Context: an optimization exercise on an open-source flow, tuned for small area, a short achievable clock period and few clock cycles per item. The choices shown serve that exercise and are no tape-out recipe. At most, simulation tests tie the RTL to the original design; equivalence was not proved. The RTL of run 2 was laid out without a check of its function.

==> flow/design.v, too long to show whole: its modules and the start of the top module <==
// module rsti_front: 55 lines
// module rsti_back: 150 lines
// module rsti_mac_lo: 983 lines
// module rsti_mac_hi: 915 lines
// module radix_string_to_integer_unit: 69 lines
module radix_string_to_integer_unit (
    input  logic                              i_clk,
    input  logic                              i_rst_n,
    input  logic                              i_valid,
    output logic                              o_ready,
    input  logic [7:0]                        i_ch,
    input  logic                              i_first,
    output logic                              o_valid,
    input  logic                              i_ready,
    output logic signed [rsti_pkg::VAL_W-1:0] o_value,
    input  logic                              i_cfg_we,
    input  logic [1:0]                        i_cfg_idx,
    input  logic [rsti_pkg::VAL_W-1:0]        i_cfg_data
);
  // ...
==> flow/flow/run.sh <==
#!/bin/bash
# Own flow: the standard layout (standard.sh, unchanged synthesis), with
# two changes:
#  - every input and output port still gets its own buffer, but a plain
#    sky130_fd_sc_hd__buf_1 rather than the delay cell buffer_ports picks by
#    itself;
#  - clock tree synthesis adds no dummy loads and drives the register
#    clusters with sky130_fd_sc_hd__clkbuf_4 (the tree above them is as
#    usual).
# standard.sh's output goes to standard.log; each ORFS step keeps its own log
# under orfs/logs/.
set -euo pipefail
bash standard.sh "BUFFER_PORTS_ARGS=-buffer_cell sky130_fd_sc_hd__buf_1" \
  "CTS_ARGS=-sink_clustering_enable -repair_clock_nets -dont_use_dummy_load -sink_clustering_buffer sky130_fd_sc_hd__clkbuf_4" \
  finish > standard.log 2>&1
==> flow/standard.sh <==
#!/bin/bash
# synth_recipe.tcl (not shown) runs the flow's synth.tcl, then flattens the netlist and writes it again
# the make line also repeats each setting of config.mk as NAME=value (left out here)
make -C /OpenROAD-flow-scripts/flow DESIGN_CONFIG=/design/flow/config.mk WORK_HOME=/design/flow/orfs CLKGATE_MAP_FILE= SYNTH_SCRIPT=/design/flow/synth_recipe.tcl "${@:-finish}"
==> flow/config.mk <==
export PLATFORM = sky130hd
export DESIGN_NAME = radix_string_to_integer_unit
export DESIGN_NICKNAME = radix_string_to_integer_unit
export VERILOG_FILES = /design/flow/design.v
export SDC_FILE = /design/flow/constraint.sdc
export NUM_CORES = 4
export LEC_CHECK = 0
export ABC_AREA = 1
export CAP_MARGIN = 20
export CORE_MARGIN = 2
export CORE_UTILIZATION = 60
export PLACE_DENSITY = 0.75
export SETUP_SLACK_MARGIN = 2.6
export SLEW_MARGIN = 20
==> flow/constraint.sdc <==
create_clock -name core_clock -period 6.5 [get_ports {i_clk}]
set_input_delay 1.3000 -clock core_clock [delete_from_list [all_inputs] [get_ports {i_clk}]]
set_output_delay 1.3000 -clock core_clock [all_outputs]
set_load 0.01 [all_outputs]
==> out/qor.json, run 1 <==
{
  "cp.arrival_ns": 4.31,
  "layout.core_utilization_pct": 69.7,
  "period_needed_ns": 3.93,
  "global_route_track_usage_on_met2_pct": 53.6,
  "run_status": "no timing/DRC/antenna violations",
  "num-nonclk-buffers": 221,
  "place.port_buffers": 145,
  "biggestRegsByFlops": "r_digits_high (64), r_digits_low (64)",
  "worst_setup_path_startpoint": "r_booth[4]",
  "inst_count_dp": 2897,
  "synth_top_family_by_area": "adder cells",
  "die_width_um": 181,
  "first_global_vias": 17187,
  "post_synth_main_area_contributors": "sky130_fd_sc_hd__dfxtp_1 24%, sky130_fd_sc_hd__xor2_1 13%, sky130_fd_sc_hd__ha_1 9.2%",
  "cts-root-to-sink-buffers": 3,
  "met3RoutedLength_um": 4110,
  "postPlaceCellArea_um2": 19600,
  "cts_tree": "done",
  "syn-instance-count": 2466,
  "filler_cell_count": 2499,
  "groute.layer.met3.usage_pct": 5.62,
  "synthMostInstantiatedCell": "sky130_fd_sc_hd__nand2_1",
  "timing.reg2reg.worst_path_depth": 19,
  "finalClockSkew_ns": 0.0404,
  "syn-num-nets": 2761,
  "synth_simple_gate_area_share_pct": 17.3,
  "synth_xor_xnor_area_share_pct": 13.8,
  "cells_along_the_critical_path": "clkinv_8 > buf_4 > clkbuf_16 > o22ai_1 > xor2_1 > ha_1 > fa_1 > ha_1 > a21oi_1 > nand2_2 > nand2_4 > nand2_4 > a21oi_4 > o21ai_4 > a21oi_4 > buf_6 > nor2_2 > nor3_1 > o211ai_1"
}
Testbench counts, summed over its fixed seeds: cycles 18,815, items 18,783.
==> run 2, diff against run 1 <==
--- a/flow/design.v
+++ b/flow/design.v
@@ -726,16 +726,124 @@
     logic t461;
     logic t462;
     logic t463;
     logic t464;
     logic t465;
     logic t466;
     logic t467;
     logic t468;
+    logic t469;
+    logic t470;
+    logic t471;
+    logic t472;
+    logic t473;
+    logic t474;
+    logic t475;
+    logic t476;
+    logic t477;
+    logic t478;
+    logic t479;
+    logic t480;
+    logic t481;
+    logic t482;
+    logic t483;
+    logic t484;
+    logic t485;
+    logic t486;
+    logic t487;
+    logic t488;
+    logic t489;
+    logic t490;
+    logic t491;
+    logic t492;
+    logic t493;
+    logic t494;
+    logic t495;
+    logic t496;
+    logic t497;
+    logic t498;
+    logic t499;
+    logic t500;
+    logic t501;
+    logic t502;
+    logic t503;
+    logic t504;
+    logic t505;
+    logic t506;
+    logic t507;
+    logic t508;
+    logic t509;
+    logic t510;
+    logic t511;
+    logic t512;
+    logic t513;
+    logic t514;
+    logic t515;
+    logic t516;
+    logic t517;
+    logic t518;
+    logic t519;
+    logic t520;
+    logic t521;
+    logic t522;
+    logic t523;
+    logic t524;
+    logic t525;
+    logic t526;
+    logic t527;
+    logic t528;
+    logic t529;
+    logic t530;
+    logic t531;
+    logic t532;
+    logic t533;
+    logic t534;
+    logic t535;
+    logic t536;
+    logic t537;
+    logic t538;
+    logic t539;
+    logic t540;
+    logic t541;
+    logic t542;
+    logic t543;
+    logic t544;
+    logic t545;
+    logic t546;
+    logic t547;
+    logic t548;
+    logic t549;
+    logic t550;
+    logic t551;
+    logic t552;
+    logic t553;
+    logic t554;
+    logic t555;
+    logic t556;
+    logic t557;
+    logic t558;
+    logic t559;
+    logic t560;
+    logic t561;
+    logic t562;
+    logic t563;
+    logic t564;
+    logic t565;
+    logic t566;
+    logic t567;
+    logic t568;
+    logic t569;
+    logic t570;
+    logic t571;
+    logic t572;
+    logic t573;
+    logic t574;
+    logic t575;
+    logic t576;
     assign t0 = ((i_b[0] & i_v[0])) ^ i_b[2];
     assign t1 = ((i_b[0] & i_v[1]) | (i_b[1] & i_v[0])) ^ i_b[2];
     assign t2 = ((i_b[0] & i_v[2]) | (i_b[1] & i_v[1])) ^ i_b[2];
     assign t3 = ((i_b[0] & i_v[3]) | (i_b[1] & i_v[2])) ^ i_b[2];
     assign t4 = ((i_b[0] & i_v[4]) | (i_b[1] & i_v[3])) ^ i_b[2];
     assign t5 = ((i_b[0] & i_v[5]) | (i_b[1] & i_v[4])) ^ i_b[2];
     assign t6 = ((i_b[0] & i_v[6]) | (i_b[1] & i_v[5])) ^ i_b[2];
     assign t7 = ((i_b[0] & i_v[7]) | (i_b[1] & i_v[6])) ^ i_b[2];
@@ -1034,210 +1142,318 @@
     assign t300 = t224 ^ t225;
     assign t301 = t226 & t227;
     assign t302 = t226 ^ t227;
     assign t303 = t228 & t229;
     assign t304 = t228 ^ t229;
     assign t305 = t230 & t231;
     assign t306 = t230 ^ t231;
     assign t307 = t245 | (t246 & t243);
-    assign t308 = t249 | (t250 & t247);
-    assign t309 = t250 & t248;
-    assign t310 = t253 | (t254 & t251);
-    assign t311 = t254 & t252;
-    assign t312 = t257 | (t258 & t255);
-    assign t313 = t258 & t256;
-    assign t314 = t261 | (t262 & t259);
-    assign t315 = t262 & t260;
-    assign t316 = t265 | (t266 & t263);
-    assign t317 = t266 & t264;
-    assign t318 = t269 | (t270 & t267);
-    assign t319 = t270 & t268;
-    assign t320 = t273 | (t274 & t271);
-    assign t321 = t274 & t272;
-    assign t322 = t277 | (t278 & t275);
-    assign t323 = t278 & t276;
-    assign t324 = t281 | (t282 & t279);
-    assign t325 = t282 & t280;
-    assign t326 = t285 | (t286 & t283);
-    assign t327 = t286 & t284;
-    assign t328 = t289 | (t290 & t287);
-    assign t329 = t290 & t288;
-    assign t330 = t293 | (t294 & t291);
-    assign t331 = t294 & t292;
-    assign t332 = t297 | (t298 & t295);
-    assign t333 = t298 & t296;
-    assign t334 = t301 | (t302 & t299);
-    assign t335 = t302 & t300;
-    assign t336 = t305 | (t306 & t303);
-    assign t337 = t306 & t304;
-    assign t338 = t247 | (t248 & t307);
-    assign t339 = t308 | (t309 & t307);
-    assign t340 = t255 | (t256 & t310);
-    assign t341 = t256 & t311;
-    assign t342 = t312 | (t313 & t310);
-    assign t343 = t313 & t311;
-    assign t344 = t263 | (t264 & t314);
-    assign t345 = t264 & t315;
-    assign t346 = t316 | (t317 & t314);
-    assign t347 = t317 & t315;
-    assign t348 = t271 | (t272 & t318);
-    assign t349 = t272 & t319;
-    assign t350 = t320 | (t321 & t318);
-    assign t351 = t321 & t319;
-    assign t352 = t279 | (t280 & t322);
-    assign t353 = t280 & t323;
-    assign t354 = t324 | (t325 & t322);
-    assign t355 = t325 & t323;
-    assign t356 = t287 | (t288 & t326);
-    assign t357 = t288 & t327;
-    assign t358 = t328 | (t329 & t326);
-    assign t359 = t329 & t327;
-    assign t360 = t295 | (t296 & t330);
-    assign t361 = t296 & t331;
-    assign t362 = t332 | (t333 & t330);
-    assign t363 = t333 & t331;
-    assign t364 = t303 | (t304 & t334);
-    assign t365 = t304 & t335;
-    assign t366 = t336 | (t337 & t334);
-    assign t367 = t337 & t335;
-    assign t368 = t251 | (t252 & t339);
-    assign t369 = t310 | (t311 & t339);
-    assign t370 = t340 | (t341 & t339);
-    assign t371 = t342 | (t343 & t339);
-    assign t372 = t267 | (t268 & t346);
-    assign t373 = t268 & t347;
-    assign t374 = t318 | (t319 & t346);
-    assign t375 = t319 & t347;
-    assign t376 = t348 | (t349 & t346);
-    assign t377 = t349 & t347;
-    assign t378 = t350 | (t351 & t346);
-    assign t379 = t351 & t347;
-    assign t380 = t283 | (t284 & t354);
-    assign t381 = t284 & t355;
-    assign t382 = t326 | (t327 & t354);
-    assign t383 = t327 & t355;
-    assign t384 = t356 | (t357 & t354);
-    assign t385 = t357 & t355;
-    assign t386 = t358 | (t359 & t354);
-    assign t387 = t359 & t355;
-    assign t388 = t299 | (t300 & t362);
-    assign t389 = t300 & t363;
-    assign t390 = t334 | (t335 & t362);
-    assign t391 = t335 & t363;
-    assign t392 = t364 | (t365 & t362);
-    assign t393 = t365 & t363;
-    assign t394 = t366 | (t367 & t362);
-    assign t395 = t367 & t363;
-    assign t396 = t259 | (t260 & t371);
-    assign t397 = t314 | (t315 & t371);
-    assign t398 = t344 | (t345 & t371);
-    assign t399 = t346 | (t347 & t371);
-    assign t400 = t372 | (t373 & t371);
-    assign t401 = t374 | (t375 & t371);
-    assign t402 = t376 | (t377 & t371);
-    assign t403 = t378 | (t379 & t371);
-    assign t404 = t291 | (t292 & t386);
-    assign t405 = t292 & t387;
-    assign t406 = t330 | (t331 & t386);
-    assign t407 = t331 & t387;
-    assign t408 = t360 | (t361 & t386);
-    assign t409 = t361 & t387;
-    assign t410 = t362 | (t363 & t386);
-    assign t411 = t363 & t387;
-    assign t412 = t388 | (t389 & t386);
-    assign t413 = t389 & t387;
-    assign t414 = t390 | (t391 & t386);
-    assign t415 = t391 & t387;
-    assign t416 = t392 | (t393 & t386);
-    assign t417 = t393 & t387;
-    assign t418 = t394 | (t395 & t386);
-    assign t419 = t395 & t387;
-    assign t420 = t275 | (t276 & t403);
-    assign t421 = t322 | (t323 & t403);
-    assign t422 = t352 | (t353 & t403);
-    assign t423 = t354 | (t355 & t403);
-    assign t424 = t380 | (t381 & t403);
-    assign t425 = t382 | (t383 & t403);
-    assign t426 = t384 | (t385 & t403);
-    assign t427 = t386 | (t387 & t403);
-    assign t428 = t404 | (t405 & t403);
-    assign t429 = t406 | (t407 & t403);
-    assign t430 = t408 | (t409 & t403);
-    assign t431 = t410 | (t411 & t403);
-    assign t432 = t412 | (t413 & t403);
-    assign t433 = t414 | (t415 & t403);
-    assign t434 = t416 | (t417 & t403);
-    assign t435 = t418 | (t419 & t403);
-    assign t436 = 1'b0 | (1'b0 & t435);
-    assign t437 = t246 ^ t243;
-    assign t438 = t248 ^ t307;
-    assign t439 = t250 ^ t338;
-    assign t440 = t252 ^ t339;
-    assign t441 = t254 ^ t368;
-    assign t442 = t256 ^ t369;
-    assign t443 = t258 ^ t370;
-    assign t444 = t260 ^ t371;
-    assign t445 = t262 ^ t396;
-    assign t446 = t264 ^ t397;
-    assign t447 = t266 ^ t398;
-    assign t448 = t268 ^ t399;
-    assign t449 = t270 ^ t400;
-    assign t450 = t272 ^ t401;
-    assign t451 = t274 ^ t402;
-    assign t452 = t276 ^ t403;
-    assign t453 = t278 ^ t420;
-    assign t454 = t280 ^ t421;
-    assign t455 = t282 ^ t422;
-    assign t456 = t284 ^ t423;
-    assign t457 = t286 ^ t424;
-    assign t458 = t288 ^ t425;
-    assign t459 = t290 ^ t426;
-    assign t460 = t292 ^ t427;
-    assign t461 = t294 ^ t428;
-    assign t462 = t296 ^ t429;
-    assign t463 = t298 ^ t430;
-    assign t464 = t300 ^ t431;
-    assign t465 = t302 ^ t432;
-    assign t466 = t304 ^ t433;
-    assign t467 = t306 ^ t434;
-    assign t468 = 1'b0 ^ t435;
+    assign t308 = t247 | (t248 & t245);
+    assign t309 = t248 & t246;
+    assign t310 = t249 | (t250 & t247);
+    assign t311 = t250 & t248;
+    assign t312 = t251 | (t252 & t249);
+    assign t313 = t252 & t250;
+    assign t314 = t253 | (t254 & t251);
+    assign t315 = t254 & t252;
+    assign t316 = t255 | (t256 & t253);
+    assign t317 = t256 & t254;
+    assign t318 = t257 | (t258 & t255);
+    assign t319 = t258 & t256;
+    assign t320 = t259 | (t260 & t257);
+    assign t321 = t260 & t258;
+    assign t322 = t261 | (t262 & t259);
+    assign t323 = t262 & t260;
+    assign t324 = t263 | (t264 & t261);
+    assign t325 = t264 & t262;
+    assign t326 = t265 | (t266 & t263);
+    assign t327 = t266 & t264;
+    assign t328 = t267 | (t268 & t265);
+    assign t329 = t268 & t266;
+    assign t330 = t269 | (t270 & t267);
+    assign t331 = t270 & t268;
+    assign t332 = t271 | (t272 & t269);
+    assign t333 = t272 & t270;
+    assign t334 = t273 | (t274 & t271);
+    assign t335 = t274 & t272;
+    assign t336 = t275 | (t276 & t273);
+    assign t337 = t276 & t274;
+    assign t338 = t277 | (t278 & t275);
+    assign t339 = t278 & t276;
+    assign t340 = t279 | (t280 & t277);
+    assign t341 = t280 & t278;
+    assign t342 = t281 | (t282 & t279);
+    assign t343 = t282 & t280;
+    assign t344 = t283 | (t284 & t281);
+    assign t345 = t284 & t282;
+    assign t346 = t285 | (t286 & t283);
+    assign t347 = t286 & t284;
+    assign t348 = t287 | (t288 & t285);
+    assign t349 = t288 & t286;
+    assign t350 = t289 | (t290 & t287);
+    assign t351 = t290 & t288;
+    assign t352 = t291 | (t292 & t289);
+    assign t353 = t292 & t290;
+    assign t354 = t293 | (t294 & t291);
+    assign t355 = t294 & t292;
+    assign t356 = t295 | (t296 & t293);
+    assign t357 = t296 & t294;
+    assign t358 = t297 | (t298 & t295);
+    assign t359 = t298 & t296;
+    assign t360 = t299 | (t300 & t297);
+    assign t361 = t300 & t298;
+    assign t362 = t301 | (t302 & t299);
+    assign t363 = t302 & t300;
+    assign t364 = t303 | (t304 & t301);
+    assign t365 = t304 & t302;
+    assign t366 = t305 | (t306 & t303);
+    assign t367 = t306 & t304;
+    assign t368 = 1'b0 | (1'b0 & t305);
+    assign t369 = 1'b0 & t306;
+    assign t370 = t308 | (t309 & t243);
+    assign t371 = t310 | (t311 & t307);
+    assign t372 = t312 | (t313 & t308);
+    assign t373 = t313 & t309;
+    assign t374 = t314 | (t315 & t310);
+    assign t375 = t315 & t311;
+    assign t376 = t316 | (t317 & t312);
+    assign t377 = t317 & t313;
+    assign t378 = t318 | (t319 & t314);
+    assign t379 = t319 & t315;
+    assign t380 = t320 | (t321 & t316);
+    assign t381 = t321 & t317;
+    assign t382 = t322 | (t323 & t318);
+    assign t383 = t323 & t319;
+    assign t384 = t324 | (t325 & t320);
+    assign t385 = t325 & t321;
+    assign t386 = t326 | (t327 & t322);
+    assign t387 = t327 & t323;
+    assign t388 = t328 | (t329 & t324);
+    assign t389 = t329 & t325;
+    assign t390 = t330 | (t331 & t326);
+    assign t391 = t331 & t327;
+    assign t392 = t332 | (t333 & t328);
+    assign t393 = t333 & t329;
+    assign t394 = t334 | (t335 & t330);
+    assign t395 = t335 & t331;
+    assign t396 = t336 | (t337 & t332);
+    assign t397 = t337 & t333;
+    assign t398 = t338 | (t339 & t334);
+    assign t399 = t339 & t335;
+    assign t400 = t340 | (t341 & t336);
+    assign t401 = t341 & t337;
+    assign t402 = t342 | (t343 & t338);
+    assign t403 = t343 & t339;
+    assign t404 = t344 | (t345 & t340);
+    assign t405 = t345 & t341;
+    assign t406 = t346 | (t347 & t342);
+    assign t407 = t347 & t343;
+    assign t408 = t348 | (t349 & t344);
+    assign t409 = t349 & t345;
+    assign t410 = t350 | (t351 & t346);
+    assign t411 = t351 & t347;
+    assign t412 = t352 | (t353 & t348);
+    assign t413 = t353 & t349;
+    assign t414 = t354 | (t355 & t350);
+    assign t415 = t355 & t351;
+    assign t416 = t356 | (t357 & t352);
+    assign t417 = t357 & t353;
+    assign t418 = t358 | (t359 & t354);
+    assign t419 = t359 & t355;
+    assign t420 = t360 | (t361 & t356);
+    assign t421 = t361 & t357;
+    assign t422 = t362 | (t363 & t358);
+    assign t423 = t363 & t359;
+    assign t424 = t364 | (t365 & t360);
+    assign t425 = t365 & t361;
+    assign t426 = t366 | (t367 & t362);
+    assign t427 = t367 & t363;
+    assign t428 = t368 | (t369 & t364);
+    assign t429 = t369 & t365;
+    assign t430 = t372 | (t373 & t243);
+    assign t431 = t374 | (t375 & t307);
+    assign t432 = t376 | (t377 & t370);
+    assign t433 = t378 | (t379 & t371);
+    assign t434 = t380 | (t381 & t372);
+    assign t435 = t381 & t373;
+    assign t436 = t382 | (t383 & t374);
+    assign t437 = t383 & t375;
+    assign t438 = t384 | (t385 & t376);
+    assign t439 = t385 & t377;
+    assign t440 = t386 | (t387 & t378);
+    assign t441 = t387 & t379;
+    assign t442 = t388 | (t389 & t380);
+    assign t443 = t389 & t381;
+    assign t444 = t390 | (t391 & t382);
+    assign t445 = t391 & t383;
+    assign t446 = t392 | (t393 & t384);
+    assign t447 = t393 & t385;
+    assign t448 = t394 | (t395 & t386);
+    assign t449 = t395 & t387;
+    assign t450 = t396 | (t397 & t388);
+    assign t451 = t397 & t389;
+    assign t452 = t398 | (t399 & t390);
+    assign t453 = t399 & t391;
+    assign t454 = t400 | (t401 & t392);
+    assign t455 = t401 & t393;
+    assign t456 = t402 | (t403 & t394);
+    assign t457 = t403 & t395;
+    assign t458 = t404 | (t405 & t396);
+    assign t459 = t405 & t397;
+    assign t460 = t406 | (t407 & t398);
+    assign t461 = t407 & t399;
+    assign t462 = t408 | (t409 & t400);
+    assign t463 = t409 & t401;
+    assign t464 = t410 | (t411 & t402);
+    assign t465 = t411 & t403;
+    assign t466 = t412 | (t413 & t404);
+    assign t467 = t413 & t405;
+    assign t468 = t414 | (t415 & t406);
+    assign t469 = t415 & t407;
+    assign t470 = t416 | (t417 & t408);
+    assign t471 = t417 & t409;
+    assign t472 = t418 | (t419 & t410);
+    assign t473 = t419 & t411;
+    assign t474 = t420 | (t421 & t412);
+    assign t475 = t421 & t413;
+    assign t476 = t422 | (t423 & t414);
+    assign t477 = t423 & t415;
+    assign t478 = t424 | (t425 & t416);
+    assign t479 = t425 & t417;
+    assign t480 = t426 | (t427 & t418);
+    assign t481 = t427 & t419;
+    assign t482 = t428 | (t429 & t420);
+    assign t483 = t429 & t421;
+    assign t484 = t434 | (t435 & t243);
+    assign t485 = t436 | (t437 & t307);
+    assign t486 = t438 | (t439 & t370);
+    assign t487 = t440 | (t441 & t371);
+    assign t488 = t442 | (t443 & t430);
+    assign t489 = t444 | (t445 & t431);
+    assign t490 = t446 | (t447 & t432);
+    assign t491 = t448 | (t449 & t433);
+    assign t492 = t450 | (t451 & t434);
+    assign t493 = t451 & t435;
+    assign t494 = t452 | (t453 & t436);
+    assign t495 = t453 & t437;
+    assign t496 = t454 | (t455 & t438);
+    assign t497 = t455 & t439;
+    assign t498 = t456 | (t457 & t440);
+    assign t499 = t457 & t441;
+    assign t500 = t458 | (t459 & t442);
+    assign t501 = t459 & t443;
+    assign t502 = t460 | (t461 & t444);
+    assign t503 = t461 & t445;
+    assign t504 = t462 | (t463 & t446);
+    assign t505 = t463 & t447;
+    assign t506 = t464 | (t465 & t448);
+    assign t507 = t465 & t449;
+    assign t508 = t466 | (t467 & t450);
+    assign t509 = t467 & t451;
+    assign t510 = t468 | (t469 & t452);
+    assign t511 = t469 & t453;
+    assign t512 = t470 | (t471 & t454);
+    assign t513 = t471 & t455;
+    assign t514 = t472 | (t473 & t456);
+    assign t515 = t473 & t457;
+    assign t516 = t474 | (t475 & t458);
+    assign t517 = t475 & t459;
+    assign t518 = t476 | (t477 & t460);
+    assign t519 = t477 & t461;
+    assign t520 = t478 | (t479 & t462);
+    assign t521 = t479 & t463;
+    assign t522 = t480 | (t481 & t464);
+    assign t523 = t481 & t465;
+    assign t524 = t482 | (t483 & t466);
+    assign t525 = t483 & t467;
+    assign t526 = t492 | (t493 & t243);
+    assign t527 = t494 | (t495 & t307);
+    assign t528 = t496 | (t497 & t370);
+    assign t529 = t498 | (t499 & t371);
+    assign t530 = t500 | (t501 & t430);
+    assign t531 = t502 | (t503 & t431);
+    assign t532 = t504 | (t505 & t432);
+    assign t533 = t506 | (t507 & t433);
+    assign t534 = t508 | (t509 & t484);
+    assign t535 = t510 | (t511 & t485);
+    assign t536 = t512 | (t513 & t486);
+    assign t537 = t514 | (t515 & t487);
+    assign t538 = t516 | (t517 & t488);
+    assign t539 = t518 | (t519 & t489);
+    assign t540 = t520 | (t521 & t490);
+    assign t541 = t522 | (t523 & t491);
+    assign t542 = t524 | (t525 & t492);
+    assign t543 = t525 & t493;
+    assign t544 = t542 | (t543 & t243);
+    assign t545 = t246 ^ t243;
+    assign t546 = t248 ^ t307;
+    assign t547 = t250 ^ t370;
+    assign t548 = t252 ^ t371;
+    assign t549 = t254 ^ t430;
+    assign t550 = t256 ^ t431;
+    assign t551 = t258 ^ t432;
+    assign t552 = t260 ^ t433;
+    assign t553 = t262 ^ t484;
+    assign t554 = t264 ^ t485;
+    assign t555 = t266 ^ t486;
+    assign t556 = t268 ^ t487;
+    assign t557 = t270 ^ t488;
+    assign t558 = t272 ^ t489;
+    assign t559 = t274 ^ t490;
+    assign t560 = t276 ^ t491;
+    assign t561 = t278 ^ t526;
+    assign t562 = t280 ^ t527;
+    assign t563 = t282 ^ t528;
+    assign t564 = t284 ^ t529;
+    assign t565 = t286 ^ t530;
+    assign t566 = t288 ^ t531;
+    assign t567 = t290 ^ t532;
+    assign t568 = t292 ^ t533;
+    assign t569 = t294 ^ t534;
+    assign t570 = t296 ^ t535;
+    assign t571 = t298 ^ t536;
+    assign t572 = t300 ^ t537;
+    assign t573 = t302 ^ t538;
+    assign t574 = t304 ^ t539;
+    assign t575 = t306 ^ t540;
+    assign t576 = 1'b0 ^ t541;
     assign o_y[0] = t244;
-    assign o_y[1] = t437;
-    assign o_y[2] = t438;
-    assign o_y[3] = t439;
-    assign o_y[4] = t440;
-    assign o_y[5] = t441;
-    assign o_y[6] = t442;
-    assign o_y[7] = t443;
-    assign o_y[8] = t444;
-    assign o_y[9] = t445;
-    assign o_y[10] = t446;
-    assign o_y[11] = t447;
-    assign o_y[12] = t448;
-    assign o_y[13] = t449;
-    assign o_y[14] = t450;
-    assign o_y[15] = t451;
-    assign o_y[16] = t452;
-    assign o_y[17] = t453;
-    assign o_y[18] = t454;
-    assign o_y[19] = t455;
-    assign o_y[20] = t456;
-    assign o_y[21] = t457;
-    assign o_y[22] = t458;
-    assign o_y[23] = t459;
-    assign o_y[24] = t460;
-    assign o_y[25] = t461;
-    assign o_y[26] = t462;
-    assign o_y[27] = t463;
-    assign o_y[28] = t464;
-    assign o_y[29] = t465;
-    assign o_y[30] = t466;
-    assign o_y[31] = t467;
-    assign o_c = t468;
+    assign o_y[1] = t545;
+    assign o_y[2] = t546;
+    assign o_y[3] = t547;
+    assign o_y[4] = t548;
+    assign o_y[5] = t549;
+    assign o_y[6] = t550;
+    assign o_y[7] = t551;
+    assign o_y[8] = t552;
+    assign o_y[9] = t553;
+    assign o_y[10] = t554;
+    assign o_y[11] = t555;
+    assign o_y[12] = t556;
+    assign o_y[13] = t557;
+    assign o_y[14] = t558;
+    assign o_y[15] = t559;
+    assign o_y[16] = t560;
+    assign o_y[17] = t561;
+    assign o_y[18] = t562;
+    assign o_y[19] = t563;
+    assign o_y[20] = t564;
+    assign o_y[21] = t565;
+    assign o_y[22] = t566;
+    assign o_y[23] = t567;
+    assign o_y[24] = t568;
+    assign o_y[25] = t569;
+    assign o_y[26] = t570;
+    assign o_y[27] = t571;
+    assign o_y[28] = t572;
+    assign o_y[29] = t573;
+    assign o_y[30] = t574;
+    assign o_y[31] = t575;
+    assign o_c = t576;
     assign o_ca = {t240, t238, t236, t234, t232};
     assign o_cb = {t241, t239, t237, t235, t233};
 endmodule
 module rsti_mac_hi (
     input  logic [31:0] i_v,
     input  logic [7:0] i_b,
     input  logic [4:0] i_c,
     output logic [31:0] o_y
@@ -1675,16 +1891,114 @@
     logic t430;
     logic t431;
     logic t432;
     logic t433;
     logic t434;
     logic t435;
     logic t436;
     logic t437;
+    logic t438;
+    logic t439;
+    logic t440;
+    logic t441;
+    logic t442;
+    logic t443;
+    logic t444;
+    logic t445;
+    logic t446;
+    logic t447;
+    logic t448;
+    logic t449;
+    logic t450;
+    logic t451;
+    logic t452;
+    logic t453;
+    logic t454;
+    logic t455;
+    logic t456;
+    logic t457;
+    logic t458;
+    logic t459;
+    logic t460;
+    logic t461;
+    logic t462;
+    logic t463;
+    logic t464;
+    logic t465;
+    logic t466;
+    logic t467;
+    logic t468;
+    logic t469;
+    logic t470;
+    logic t471;
+    logic t472;
+    logic t473;
+    logic t474;
+    logic t475;
+    logic t476;
+    logic t477;
+    logic t478;
+    logic t479;
+    logic t480;
+    logic t481;
+    logic t482;
+    logic t483;
+    logic t484;
+    logic t485;
+    logic t486;
+    logic t487;
+    logic t488;
+    logic t489;
+    logic t490;
+    logic t491;
+    logic t492;
+    logic t493;
+    logic t494;
+    logic t495;
+    logic t496;
+    logic t497;
+    logic t498;
+    logic t499;
+    logic t500;
+    logic t501;
+    logic t502;
+    logic t503;
+    logic t504;
+    logic t505;
+    logic t506;
+    logic t507;
+    logic t508;
+    logic t509;
+    logic t510;
+    logic t511;
+    logic t512;
+    logic t513;
+    logic t514;
+    logic t515;
+    logic t516;
+    logic t517;
+    logic t518;
+    logic t519;
+    logic t520;
+    logic t521;
+    logic t522;
+    logic t523;
+    logic t524;
+    logic t525;
+    logic t526;
+    logic t527;
+    logic t528;
+    logic t529;
+    logic t530;
+    logic t531;
+    logic t532;
+    logic t533;
+    logic t534;
+    logic t535;
     assign t0 = ((i_b[0] & i_v[0])) ^ i_b[2];
     assign t1 = ((i_b[0] & i_v[1]) | (i_b[1] & i_v[0])) ^ i_b[2];
     assign t2 = ((i_b[0] & i_v[2]) | (i_b[1] & i_v[1])) ^ i_b[2];
     assign t3 = ((i_b[0] & i_v[3]) | (i_b[1] & i_v[2])) ^ i_b[2];
     assign t4 = ((i_b[0] & i_v[4]) | (i_b[1] & i_v[3])) ^ i_b[2];
     assign t5 = ((i_b[0] & i_v[5]) | (i_b[1] & i_v[4])) ^ i_b[2];
     assign t6 = ((i_b[0] & i_v[6]) | (i_b[1] & i_v[5])) ^ i_b[2];
     assign t7 = ((i_b[0] & i_v[7]) | (i_b[1] & i_v[6])) ^ i_b[2];
@@ -1954,207 +2268,305 @@
     assign t271 = t205 ^ t206;
     assign t272 = t207 & t208;
     assign t273 = t207 ^ t208;
     assign t274 = t209 & t210;
     assign t275 = t209 ^ t210;
     assign t276 = t211 & t212;
     assign t277 = t211 ^ t212;
     assign t278 = t216 | (t217 & t214);
-    assign t279 = t220 | (t221 & t218);
-    assign t280 = t221 & t219;
-    assign t281 = t224 | (t225 & t222);
-    assign t282 = t225 & t223;
-    assign t283 = t228 | (t229 & t226);
-    assign t284 = t229 & t227;
-    assign t285 = t232 | (t233 & t230);
-    assign t286 = t233 & t231;
-    assign t287 = t236 | (t237 & t234);
-    assign t288 = t237 & t235;
-    assign t289 = t240 | (t241 & t238);
-    assign t290 = t241 & t239;
-    assign t291 = t244 | (t245 & t242);
-    assign t292 = t245 & t243;
-    assign t293 = t248 | (t249 & t246);
-    assign t294 = t249 & t247;
-    assign t295 = t252 | (t253 & t250);
-    assign t296 = t253 & t251;
-    assign t297 = t256 | (t257 & t254);
-    assign t298 = t257 & t255;
-    assign t299 = t260 | (t261 & t258);
-    assign t300 = t261 & t259;
-    assign t301 = t264 | (t265 & t262);
-    assign t302 = t265 & t263;
-    assign t303 = t268 | (t269 & t266);
-    assign t304 = t269 & t267;
-    assign t305 = t272 | (t273 & t270);
-    assign t306 = t273 & t271;
-    assign t307 = t276 | (t277 & t274);
-    assign t308 = t277 & t275;
-    assign t309 = t218 | (t219 & t278);
-    assign t310 = t279 | (t280 & t278);
-    assign t311 = t226 | (t227 & t281);
-    assign t312 = t227 & t282;
-    assign t313 = t283 | (t284 & t281);
-    assign t314 = t284 & t282;
-    assign t315 = t234 | (t235 & t285);
-    assign t316 = t235 & t286;
-    assign t317 = t287 | (t288 & t285);
-    assign t318 = t288 & t286;
-    assign t319 = t242 | (t243 & t289);
-    assign t320 = t243 & t290;
-    assign t321 = t291 | (t292 & t289);
-    assign t322 = t292 & t290;
-    assign t323 = t250 | (t251 & t293);
-    assign t324 = t251 & t294;
-    assign t325 = t295 | (t296 & t293);
-    assign t326 = t296 & t294;
-    assign t327 = t258 | (t259 & t297);
-    assign t328 = t259 & t298;
-    assign t329 = t299 | (t300 & t297);
-    assign t330 = t300 & t298;
-    assign t331 = t266 | (t267 & t301);
-    assign t332 = t267 & t302;
-    assign t333 = t303 | (t304 & t301);
-    assign t334 = t304 & t302;
-    assign t335 = t274 | (t275 & t305);
-    assign t336 = t275 & t306;
-    assign t337 = t307 | (t308 & t305);
-    assign t338 = t308 & t306;
-    assign t339 = t222 | (t223 & t310);
-    assign t340 = t281 | (t282 & t310);
-    assign t341 = t311 | (t312 & t310);
-    assign t342 = t313 | (t314 & t310);
-    assign t343 = t238 | (t239 & t317);
-    assign t344 = t239 & t318;
-    assign t345 = t289 | (t290 & t317);
-    assign t346 = t290 & t318;
-    assign t347 = t319 | (t320 & t317);
-    assign t348 = t320 & t318;
-    assign t349 = t321 | (t322 & t317);
-    assign t350 = t322 & t318;
-    assign t351 = t254 | (t255 & t325);
-    assign t352 = t255 & t326;
-    assign t353 = t297 | (t298 & t325);
-    assign t354 = t298 & t326;
-    assign t355 = t327 | (t328 & t325);
-    assign t356 = t328 & t326;
-    assign t357 = t329 | (t330 & t325);
-    assign t358 = t330 & t326;
-    assign t359 = t270 | (t271 & t333);
-    assign t360 = t271 & t334;
-    assign t361 = t305 | (t306 & t333);
-    assign t362 = t306 & t334;
-    assign t363 = t335 | (t336 & t333);
-    assign t364 = t336 & t334;
-    assign t365 = t337 | (t338 & t333);
-    assign t366 = t338 & t334;
-    assign t367 = t230 | (t231 & t342);
-    assign t368 = t285 | (t286 & t342);
-    assign t369 = t315 | (t316 & t342);
-    assign t370 = t317 | (t318 & t342);
-    assign t371 = t343 | (t344 & t342);
-    assign t372 = t345 | (t346 & t342);
-    assign t373 = t347 | (t348 & t342);
-    assign t374 = t349 | (t350 & t342);
-    assign t375 = t262 | (t263 & t357);
-    assign t376 = t263 & t358;
-    assign t377 = t301 | (t302 & t357);
-    assign t378 = t302 & t358;
-    assign t379 = t331 | (t332 & t357);
-    assign t380 = t332 & t358;
-    assign t381 = t333 | (t334 & t357);
-    assign t382 = t334 & t358;
-    assign t383 = t359 | (t360 & t357);
-    assign t384 = t360 & t358;
-    assign t385 = t361 | (t362 & t357);
-    assign t386 = t362 & t358;
-    assign t387 = t363 | (t364 & t357);
-    assign t388 = t364 & t358;
-    assign t389 = t365 | (t366 & t357);
-    assign t390 = t366 & t358;
-    assign t391 = t246 | (t247 & t374);
-    assign t392 = t293 | (t294 & t374);
-    assign t393 = t323 | (t324 & t374);
-    assign t394 = t325 | (t326 & t374);
-    assign t395 = t351 | (t352 & t374);
-    assign t396 = t353 | (t354 & t374);
-    assign t397 = t355 | (t356 & t374);
-    assign t398 = t357 | (t358 & t374);
-    assign t399 = t375 | (t376 & t374);
-    assign t400 = t377 | (t378 & t374);
-    assign t401 = t379 | (t380 & t374);
-    assign t402 = t381 | (t382 & t374);
-    assign t403 = t383 | (t384 & t374);
-    assign t404 = t385 | (t386 & t374);
-    assign t405 = t387 | (t388 & t374);
-    assign t406 = t389 | (t390 & t374);
-    assign t407 = t217 ^ t214;
-    assign t408 = t219 ^ t278;
-    assign t409 = t221 ^ t309;
-    assign t410 = t223 ^ t310;
-    assign t411 = t225 ^ t339;
-    assign t412 = t227 ^ t340;
-    assign t413 = t229 ^ t341;
-    assign t414 = t231 ^ t342;
-    assign t415 = t233 ^ t367;
-    assign t416 = t235 ^ t368;
-    assign t417 = t237 ^ t369;
-    assign t418 = t239 ^ t370;
-    assign t419 = t241 ^ t371;
-    assign t420 = t243 ^ t372;
-    assign t421 = t245 ^ t373;
-    assign t422 = t247 ^ t374;
-    assign t423 = t249 ^ t391;
-    assign t424 = t251 ^ t392;
-    assign t425 = t253 ^ t393;
-    assign t426 = t255 ^ t394;
-    assign t427 = t257 ^ t395;
-    assign t428 = t259 ^ t396;
-    assign t429 = t261 ^ t397;
-    assign t430 = t263 ^ t398;
-    assign t431 = t265 ^ t399;
-    assign t432 = t267 ^ t400;
-    assign t433 = t269 ^ t401;
-    assign t434 = t271 ^ t402;
-    assign t435 = t273 ^ t403;
-    assign t436 = t275 ^ t404;
-    assign t437 = t277 ^ t405;
+    assign t279 = t218 | (t219 & t216);
+    assign t280 = t219 & t217;
+    assign t281 = t220 | (t221 & t218);
+    assign t282 = t221 & t219;
+    assign t283 = t222 | (t223 & t220);
+    assign t284 = t223 & t221;
+    assign t285 = t224 | (t225 & t222);
+    assign t286 = t225 & t223;
+    assign t287 = t226 | (t227 & t224);
+    assign t288 = t227 & t225;
+    assign t289 = t228 | (t229 & t226);
+    assign t290 = t229 & t227;
+    assign t291 = t230 | (t231 & t228);
+    assign t292 = t231 & t229;
+    assign t293 = t232 | (t233 & t230);
+    assign t294 = t233 & t231;
+    assign t295 = t234 | (t235 & t232);
+    assign t296 = t235 & t233;
+    assign t297 = t236 | (t237 & t234);
+    assign t298 = t237 & t235;
+    assign t299 = t238 | (t239 & t236);
+    assign t300 = t239 & t237;
+    assign t301 = t240 | (t241 & t238);
+    assign t302 = t241 & t239;
+    assign t303 = t242 | (t243 & t240);
+    assign t304 = t243 & t241;
+    assign t305 = t244 | (t245 & t242);
+    assign t306 = t245 & t243;
+    assign t307 = t246 | (t247 & t244);
+    assign t308 = t247 & t245;
+    assign t309 = t248 | (t249 & t246);
+    assign t310 = t249 & t247;
+    assign t311 = t250 | (t251 & t248);
+    assign t312 = t251 & t249;
+    assign t313 = t252 | (t253 & t250);
+    assign t314 = t253 & t251;
+    assign t315 = t254 | (t255 & t252);
+    assign t316 = t255 & t253;
+    assign t317 = t256 | (t257 & t254);
+    assign t318 = t257 & t255;
+    assign t319 = t258 | (t259 & t256);
+    assign t320 = t259 & t257;
+    assign t321 = t260 | (t261 & t258);
+    assign t322 = t261 & t259;
+    assign t323 = t262 | (t263 & t260);
+    assign t324 = t263 & t261;
+    assign t325 = t264 | (t265 & t262);
+    assign t326 = t265 & t263;
+    assign t327 = t266 | (t267 & t264);
+    assign t328 = t267 & t265;
+    assign t329 = t268 | (t269 & t266);
+    assign t330 = t269 & t267;
+    assign t331 = t270 | (t271 & t268);
+    assign t332 = t271 & t269;
+    assign t333 = t272 | (t273 & t270);
+    assign t334 = t273 & t271;
+    assign t335 = t274 | (t275 & t272);
+    assign t336 = t275 & t273;
+    assign t337 = t276 | (t277 & t274);
+    assign t338 = t277 & t275;
+    assign t339 = t279 | (t280 & t214);
+    assign t340 = t281 | (t282 & t278);
+    assign t341 = t283 | (t284 & t279);
+    assign t342 = t284 & t280;
+    assign t343 = t285 | (t286 & t281);
+    assign t344 = t286 & t282;
+    assign t345 = t287 | (t288 & t283);
+    assign t346 = t288 & t284;
+    assign t347 = t289 | (t290 & t285);
+    assign t348 = t290 & t286;
+    assign t349 = t291 | (t292 & t287);
+    assign t350 = t292 & t288;
+    assign t351 = t293 | (t294 & t289);
+    assign t352 = t294 & t290;
+    assign t353 = t295 | (t296 & t291);
+    assign t354 = t296 & t292;
+    assign t355 = t297 | (t298 & t293);
+    assign t356 = t298 & t294;
+    assign t357 = t299 | (t300 & t295);
+    assign t358 = t300 & t296;
+    assign t359 = t301 | (t302 & t297);
+    assign t360 = t302 & t298;
+    assign t361 = t303 | (t304 & t299);
+    assign t362 = t304 & t300;
+    assign t363 = t305 | (t306 & t301);
+    assign t364 = t306 & t302;
+    assign t365 = t307 | (t308 & t303);
+    assign t366 = t308 & t304;
+    assign t367 = t309 | (t310 & t305);
+    assign t368 = t310 & t306;
+    assign t369 = t311 | (t312 & t307);
+    assign t370 = t312 & t308;
+    assign t371 = t313 | (t314 & t309);
+    assign t372 = t314 & t310;
+    assign t373 = t315 | (t316 & t311);
+    assign t374 = t316 & t312;
+    assign t375 = t317 | (t318 & t313);
+    assign t376 = t318 & t314;
+    assign t377 = t319 | (t320 & t315);
+    assign t378 = t320 & t316;
+    assign t379 = t321 | (t322 & t317);
+    assign t380 = t322 & t318;
+    assign t381 = t323 | (t324 & t319);
+    assign t382 = t324 & t320;
+    assign t383 = t325 | (t326 & t321);
+    assign t384 = t326 & t322;
+    assign t385 = t327 | (t328 & t323);
+    assign t386 = t328 & t324;
+    assign t387 = t329 | (t330 & t325);
+    assign t388 = t330 & t326;
+    assign t389 = t331 | (t332 & t327);
+    assign t390 = t332 & t328;
+    assign t391 = t333 | (t334 & t329);
+    assign t392 = t334 & t330;
+    assign t393 = t335 | (t336 & t331);
+    assign t394 = t336 & t332;
+    assign t395 = t337 | (t338 & t333);
+    assign t396 = t338 & t334;
+    assign t397 = t341 | (t342 & t214);
+    assign t398 = t343 | (t344 & t278);
+    assign t399 = t345 | (t346 & t339);
+    assign t400 = t347 | (t348 & t340);
+    assign t401 = t349 | (t350 & t341);
+    assign t402 = t350 & t342;
+    assign t403 = t351 | (t352 & t343);
+    assign t404 = t352 & t344;
+    assign t405 = t353 | (t354 & t345);
+    assign t406 = t354 & t346;
+    assign t407 = t355 | (t356 & t347);
+    assign t408 = t356 & t348;
+    assign t409 = t357 | (t358 & t349);
+    assign t410 = t358 & t350;
+    assign t411 = t359 | (t360 & t351);
+    assign t412 = t360 & t352;
+    assign t413 = t361 | (t362 & t353);
+    assign t414 = t362 & t354;
+    assign t415 = t363 | (t364 & t355);
+    assign t416 = t364 & t356;
+    assign t417 = t365 | (t366 & t357);
+    assign t418 = t366 & t358;
+    assign t419 = t367 | (t368 & t359);
+    assign t420 = t368 & t360;
+    assign t421 = t369 | (t370 & t361);
+    assign t422 = t370 & t362;
+    assign t423 = t371 | (t372 & t363);
+    assign t424 = t372 & t364;
+    assign t425 = t373 | (t374 & t365);
+    assign t426 = t374 & t366;
+    assign t427 = t375 | (t376 & t367);
+    assign t428 = t376 & t368;
+    assign t429 = t377 | (t378 & t369);
+    assign t430 = t378 & t370;
+    assign t431 = t379 | (t380 & t371);
+    assign t432 = t380 & t372;
+    assign t433 = t381 | (t382 & t373);
+    assign t434 = t382 & t374;
+    assign t435 = t383 | (t384 & t375);
+    assign t436 = t384 & t376;
+    assign t437 = t385 | (t386 & t377);
+    assign t438 = t386 & t378;
+    assign t439 = t387 | (t388 & t379);
+    assign t440 = t388 & t380;
+    assign t441 = t389 | (t390 & t381);
+    assign t442 = t390 & t382;
+    assign t443 = t391 | (t392 & t383);
+    assign t444 = t392 & t384;
+    assign t445 = t393 | (t394 & t385);
+    assign t446 = t394 & t386;
+    assign t447 = t395 | (t396 & t387);
+    assign t448 = t396 & t388;
+    assign t449 = t401 | (t402 & t214);
+    assign t450 = t403 | (t404 & t278);
+    assign t451 = t405 | (t406 & t339);
+    assign t452 = t407 | (t408 & t340);
+    assign t453 = t409 | (t410 & t397);
+    assign t454 = t411 | (t412 & t398);
+    assign t455 = t413 | (t414 & t399);
+    assign t456 = t415 | (t416 & t400);
+    assign t457 = t417 | (t418 & t401);
+    assign t458 = t418 & t402;
+    assign t459 = t419 | (t420 & t403);
+    assign t460 = t420 & t404;
+    assign t461 = t421 | (t422 & t405);
+    assign t462 = t422 & t406;
+    assign t463 = t423 | (t424 & t407);
+    assign t464 = t424 & t408;
+    assign t465 = t425 | (t426 & t409);
+    assign t466 = t426 & t410;
+    assign t467 = t427 | (t428 & t411);
+    assign t468 = t428 & t412;
+    assign t469 = t429 | (t430 & t413);
+    assign t470 = t430 & t414;
+    assign t471 = t431 | (t432 & t415);
+    assign t472 = t432 & t416;
+    assign t473 = t433 | (t434 & t417);
+    assign t474 = t434 & t418;
+    assign t475 = t435 | (t436 & t419);
+    assign t476 = t436 & t420;
+    assign t477 = t437 | (t438 & t421);
+    assign t478 = t438 & t422;
+    assign t479 = t439 | (t440 & t423);
+    assign t480 = t440 & t424;
+    assign t481 = t441 | (t442 & t425);
+    assign t482 = t442 & t426;
+    assign t483 = t443 | (t444 & t427);
+    assign t484 = t444 & t428;
+    assign t485 = t445 | (t446 & t429);
+    assign t486 = t446 & t430;
+    assign t487 = t447 | (t448 & t431);
+    assign t488 = t448 & t432;
+    assign t489 = t457 | (t458 & t214);
+    assign t490 = t459 | (t460 & t278);
+    assign t491 = t461 | (t462 & t339);
+    assign t492 = t463 | (t464 & t340);
+    assign t493 = t465 | (t466 & t397);
+    assign t494 = t467 | (t468 & t398);
+    assign t495 = t469 | (t470 & t399);
+    assign t496 = t471 | (t472 & t400);
+    assign t497 = t473 | (t474 & t449);
+    assign t498 = t475 | (t476 & t450);
+    assign t499 = t477 | (t478 & t451);
+    assign t500 = t479 | (t480 & t452);
+    assign t501 = t481 | (t482 & t453);
+    assign t502 = t483 | (t484 & t454);
+    assign t503 = t485 | (t486 & t455);
+    assign t504 = t487 | (t488 & t456);
+    assign t505 = t217 ^ t214;
+    assign t506 = t219 ^ t278;
+    assign t507 = t221 ^ t339;
+    assign t508 = t223 ^ t340;
+    assign t509 = t225 ^ t397;
+    assign t510 = t227 ^ t398;
+    assign t511 = t229 ^ t399;
+    assign t512 = t231 ^ t400;
+    assign t513 = t233 ^ t449;
+    assign t514 = t235 ^ t450;
+    assign t515 = t237 ^ t451;
+    assign t516 = t239 ^ t452;
+    assign t517 = t241 ^ t453;
+    assign t518 = t243 ^ t454;
+    assign t519 = t245 ^ t455;
+    assign t520 = t247 ^ t456;
+    assign t521 = t249 ^ t489;
+    assign t522 = t251 ^ t490;
+    assign t523 = t253 ^ t491;
+    assign t524 = t255 ^ t492;
+    assign t525 = t257 ^ t493;
+    assign t526 = t259 ^ t494;
+    assign t527 = t261 ^ t495;
+    assign t528 = t263 ^ t496;
+    assign t529 = t265 ^ t497;
+    assign t530 = t267 ^ t498;
+    assign t531 = t269 ^ t499;
+    assign t532 = t271 ^ t500;
+    assign t533 = t273 ^ t501;
+    assign t534 = t275 ^ t502;
+    assign t535 = t277 ^ t503;
     assign o_y[0] = t215;
-    assign o_y[1] = t407;
-    assign o_y[2] = t408;
-    assign o_y[3] = t409;
-    assign o_y[4] = t410;
-    assign o_y[5] = t411;
-    assign o_y[6] = t412;
-    assign o_y[7] = t413;
-    assign o_y[8] = t414;
-    assign o_y[9] = t415;
-    assign o_y[10] = t416;
-    assign o_y[11] = t417;
-    assign o_y[12] = t418;
-    assign o_y[13] = t419;
-    assign o_y[14] = t420;
-    assign o_y[15] = t421;
-    assign o_y[16] = t422;
-    assign o_y[17] = t423;
-    assign o_y[18] = t424;
-    assign o_y[19] = t425;
-    assign o_y[20] = t426;
-    assign o_y[21] = t427;
-    assign o_y[22] = t428;
-    assign o_y[23] = t429;
-    assign o_y[24] = t430;
-    assign o_y[25] = t431;
-    assign o_y[26] = t432;
-    assign o_y[27] = t433;
-    assign o_y[28] = t434;
-    assign o_y[29] = t435;
-    assign o_y[30] = t436;
-    assign o_y[31] = t437;
+    assign o_y[1] = t505;
+    assign o_y[2] = t506;
+    assign o_y[3] = t507;
+    assign o_y[4] = t508;
+    assign o_y[5] = t509;
+    assign o_y[6] = t510;
+    assign o_y[7] = t511;
+    assign o_y[8] = t512;
+    assign o_y[9] = t513;
+    assign o_y[10] = t514;
+    assign o_y[11] = t515;
+    assign o_y[12] = t516;
+    assign o_y[13] = t517;
+    assign o_y[14] = t518;
+    assign o_y[15] = t519;
+    assign o_y[16] = t520;
+    assign o_y[17] = t521;
+    assign o_y[18] = t522;
+    assign o_y[19] = t523;
+    assign o_y[20] = t524;
+    assign o_y[21] = t525;
+    assign o_y[22] = t526;
+    assign o_y[23] = t527;
+    assign o_y[24] = t528;
+    assign o_y[25] = t529;
+    assign o_y[26] = t530;
+    assign o_y[27] = t531;
+    assign o_y[28] = t532;
+    assign o_y[29] = t533;
+    assign o_y[30] = t534;
+    assign o_y[31] = t535;
 endmodule
 module radix_string_to_integer_unit (
     input  logic                              i_clk,
     input  logic                              i_rst_n,
     input  logic                              i_valid,
     output logic                              o_ready,
     input  logic [7:0]                        i_ch,
     input  logic                              i_first,
==> flow/config.mk (replaced) <==
export PLATFORM = sky130hd
export DESIGN_NAME = radix_string_to_integer_unit
export DESIGN_NICKNAME = radix_string_to_integer_unit
export VERILOG_FILES = /design/flow/design.v
export SDC_FILE = /design/flow/constraint.sdc
export NUM_CORES = 4
export LEC_CHECK = 0
export ABC_AREA = 1
export CAP_MARGIN = 20
export CORE_MARGIN = 2
export CORE_UTILIZATION = 55
export PLACE_DENSITY = 0.7
export SETUP_SLACK_MARGIN = 2.5
export SLEW_MARGIN = 20
==> run 2 against run 1 <==
  * Largest cell class unchanged
  * Highest routed layer is now met5
  * Wire length is 12% higher
  * Clock-buffer cell count up 4
  * Die area is 12% higher
  * Critical endpoint is now u_back.r_lo[8]
  * Fmax hardly changed
  * Synthesized cell count grew 5.2%
==> out/qor.json, run 2 <==
{
  "run_status": "no timing/DRC/antenna violations",
  "antenna_found_initial": 2,
  "final_tns_setup_ns": 0,
  "routabilityCongestion": 0.960,
  "synth_top_cells_by_count": "393 x sky130_fd_sc_hd__nand2_1, 260 x sky130_fd_sc_hd__inv_1, 247 x sky130_fd_sc_hd__xor2_1",
  "normalized_max_slew_margin_pct": 16.1,
  "core_area_um2": 34500,
  "startpoint_type": "input pin",
  "synthMostInstantiatedCell": "sky130_fd_sc_hd__nand2_1",
  "layout.core_utilization": {"value": 62.3, "unit": "%", "change": "-7.5 points"},
  "cts_tree": "done",
  "finalHoldViolations": 0,
  "cts-root-to-sink-buffers": {"value": 3, "change": "unchanged"},
  "finalClockSkew": {"value": 0.0535, "unit": "ns", "change": "+0.0131 ns"},
  "totalWireLength_um": 61900,
  "worst_hold_slack_ns": 0.464,
  "layout_commonest_cell": "sky130_fd_sc_hd__nand2_1",
  "biggestRegsByFlops": "r_digits_high (64), r_digits_low (64)",
  "clock.fmax_ghz": 0.254,
  "unrepaired_setup_endpoints_after_global_routing": "true",
  "final_layout_size_suffix_gt1_share_pct": 9.73,
  "number_of_cts_inserted_buffers": 72,
  "hp-start": "r_digits_high[40]",
  "first_global_vias": {"value": 18769, "change": "+9.2%"},
  "global_route_total_usage_across_every_layer_pct": 33.8,
  "yosys_synthesis_warning_count": 3,
  "ys_ff_latch": 236,
  "clkSlewWorstSetupHoldPaths_ns": 0.06,
  "share_of_yosys_cell_area_claimed_by_the_top_area_cell_type_pct": 23.6,
  "max_cap_violations": 0,
  "syn-num-nets": {"value": 2884, "change": "+4.5%"},
  "synth.lib_cells_used.distinct": 49,
  "layout-area-overhead-vs-synth_pct": 11.6,
  "cts-root-buf": "sky130_fd_sc_hd__clkbuf_16",
  "crit_fanout": 27,
  "die_width": {"value": 191, "unit": "um", "change": "+5.8%"},
  "nNetsFinal": 3026,
  "period_needed": {"value": 3.93, "unit": "ns", "change": "-0.0000900 ns"},
  "synthArstFlopShare_pct": 0,
  "place.port_buffers": {"value": 145, "change": "unchanged"},
  "synth_sequential_area_ratio_pct": 25.0,
  "worstMarginPinSlew_ns": 1.25,
  "place.detailed.hpwl_um": 42000,
  "wire_length_of_the_first_global_routing_pass_um": 98000,
  "route.detailed.drc": 0,
  "num_rows": 68,
  "postPlaceCellArea": {"value": 20100, "unit": "um2", "change": "+2.7%"},
  "final_cell_mix": "379 x sky130_fd_sc_hd__nand2_1, 246 x sky130_fd_sc_hd__inv_1, 245 x sky130_fd_sc_hd__xor2_1, 213 x sky130_fd_sc_hd__dfxtp_1, 205 x sky130_fd_sc_hd__nor2_1",
  "netlist_area_um2": 19300,
  "post_synth_main_area_contributors": "sky130_fd_sc_hd__dfxtp_1 24%, sky130_fd_sc_hd__xor2_1 11%, sky130_fd_sc_hd__ha_1 9.0%",
  "synth_flop_cell": "sky130_fd_sc_hd__dfxtp_1",
  "cp_data_required_time_ns": 6.84,
  "final_routed_wire_length_divided_by_cell_count_um": 19.4,
  "htree_num_levels": 3,
  "grt_start_max_net_pins": 86,
  "final_antenna_net_count": 0,
  "worst_setup_path_startpoint": "i_ready",
  "timing_max_transition_violations_final": 0,
  "finalSetupViolCount": 0,
  "io_pins": 146,
  "drt_iter0_drc": 1577,
  "filler_cell_count": {"value": 3216, "change": "+29%"},
  "synth_largest_area_cell": "sky130_fd_sc_hd__dfxtp_1",
  "post_drt_via_cell_ratio": 5.97,
  "fp.dieH_um": 191,
  "cp.arrival": {"value": 4.27, "unit": "ns", "change": "-0.04 ns"},
  "numClockSinks": 236,
  "detail_route.first_pass.iterations": 6,
  "finalCritPeriodShare_pct": 60.5,
  "insertion_delay_ns": 0.54,
  "postSynthAreaPerCell_um2": 7.42,
  "die_area_um2": 36500,
  "worstSetupPathType": "in -> reg",
  "via_count": 19040,
  "syn-instance-count": {"value": 2595, "change": "+5.2%"},
  "globalRoute.totalOverflow": 0,
  "final_design_area_no_fill_um2": 21500,
  "critical_path.endpoint_type": "flip-flop",
  "synth-edff-count": 9,
  "start_util_pct": 55.8,
  "critical_path.reg2reg.startpoint": "r_booth[1]",
  "hold_path_class": "reg -> reg"
}
==> run 2: cell types whose count changed in the layout (fill, tap and decap cells not counted), moves of 13 or more <==
| cell | change |
|---|---|
| sky130_fd_sc_hd__a21oi_1 | +81 |
| sky130_fd_sc_hd__nand2_1 | +43 |
| sky130_fd_sc_hd__o21ai_0 | +36 |
| sky130_fd_sc_hd__nand3_1 | -29 |
| sky130_fd_sc_hd__xor2_1 | -18 |
| sky130_fd_sc_hd__xnor2_1 | +15 |
| sky130_fd_sc_hd__buf_4 | -14 |
| sky130_fd_sc_hd__o211ai_1 | +13 |
==> run 2: logic make-up (layout without fill, tap and decap cells) <==
family	count (synthesis)	in the layout	share of synthesized area [%]
simple gates	789	789	17.3
fa+ha+maj	210	210	16.4
flops	236	236	25.0
other cells	0	1	0
compound gates	659	659	20.0
buf+inv	412	552	8.22
xor+xnor	289	289	13.1
==> run 2: worst paths after layout <==
path	slack, ns	cells past startpoint	endpoint
max	2.57	8	u_back.r_lo[8]
min	0.46	2	r_digits_high[40]
max reg2reg	2.62	25	u_back.r_lo[21]
min reg2reg	0.46	2	r_digits_high[40]
==> run 2: per-layer routing <==
| metal | global-route usage [%] | vias to the layer above | part of all wire (%) |
|---|---|---|---|
| met5 | 0 | - | 0.021 |
| met1 | 41.7 | 8996 | 41 |
| met3 | 6.54 | 182 | 6.9 |
| met2 | 57.3 | 781 | 48 |
| met4 | 15.0 | 2 | 4.5 |
| li1 | - | 9079 | - |
==> run 2: timing repair <==
| action | CTS | global route |
|---|---|---|
| gates cloned | 4 | 1 |
| pin swaps | 7 | 26 |
| gates resized for setup | 62 | 73 |
| endpoints found under the setup margin | 48 | 33 |
| setup buffers | 15 | 9 |
| hold buffers | 0 | 0 |
==> run 2: critical path: stages <==
cell and delay [ns]:
sky130_fd_sc_hd__buf_1 0.07, sky130_fd_sc_hd__nor2_1 0.05, sky130_fd_sc_hd__inv_1 0.33, sky130_fd_sc_hd__nand2_1 0.32, sky130_fd_sc_hd__nor4_4 1.11, sky130_fd_sc_hd__nor2_2 0.29, sky130_fd_sc_hd__inv_2 0.55, sky130_fd_sc_hd__o221ai_1 0.23
==> run 2: area by class of cell <==
class,count,area (um2),area share [%]
repair inverters,5,43.8,0.204
inverters,280,1120,5.20
diodes,1,2.50,0.0116
multi-input cells,1947,13300,61.6
flip-flops and latches,236,4850,22.5
clock buffers,72,698,3.25
well taps,455,569,2.65
repair buffers,195,967,4.50
==> run 2: metrics by stage <==
stage	std cells	worst slack (ns)
final	3191	2.57
after global routing	3190	2.38
after CTS	3180	2.50
after detailed placement	3089	1.65
after global placement	3089	1.81
after floorplan	2595	2.45

[port drivers added, routing unchanged]
The results above use ideal ports. As a check the final layouts listed here were re-extracted and re-timed, cells and wires unchanged.
Step 1 sets driving cells, clkbuf_16 on the clock port and buf_2 on the other inputs (assumed; they add their load-dependent delay and slew).
Step 2 times the ports against the registers' clock, not the clock port: input delays grow and output delays shrink by t, the midpoint of the rising clock arrivals with the driver on.
a / b / c = ideal / step 1 / step 2; a / b = the first two.
run | t, ns | setup slack, ns | worst setup path after step 2 | worst register clock-pin slew, ns
run 1 | 0.579 | 2.571 / 2.571 / 2.221 | input to register | 0.07 / 0.07
run 2 | 0.569 | 2.571 / 2.560 / 2.033 | input to register | 0.06 / 0.06
After both steps setup and hold are still met in every run listed. The setup slack of run 2, which loses most, moves by -0.011 ns with the drivers and by -0.538 ns with both steps.
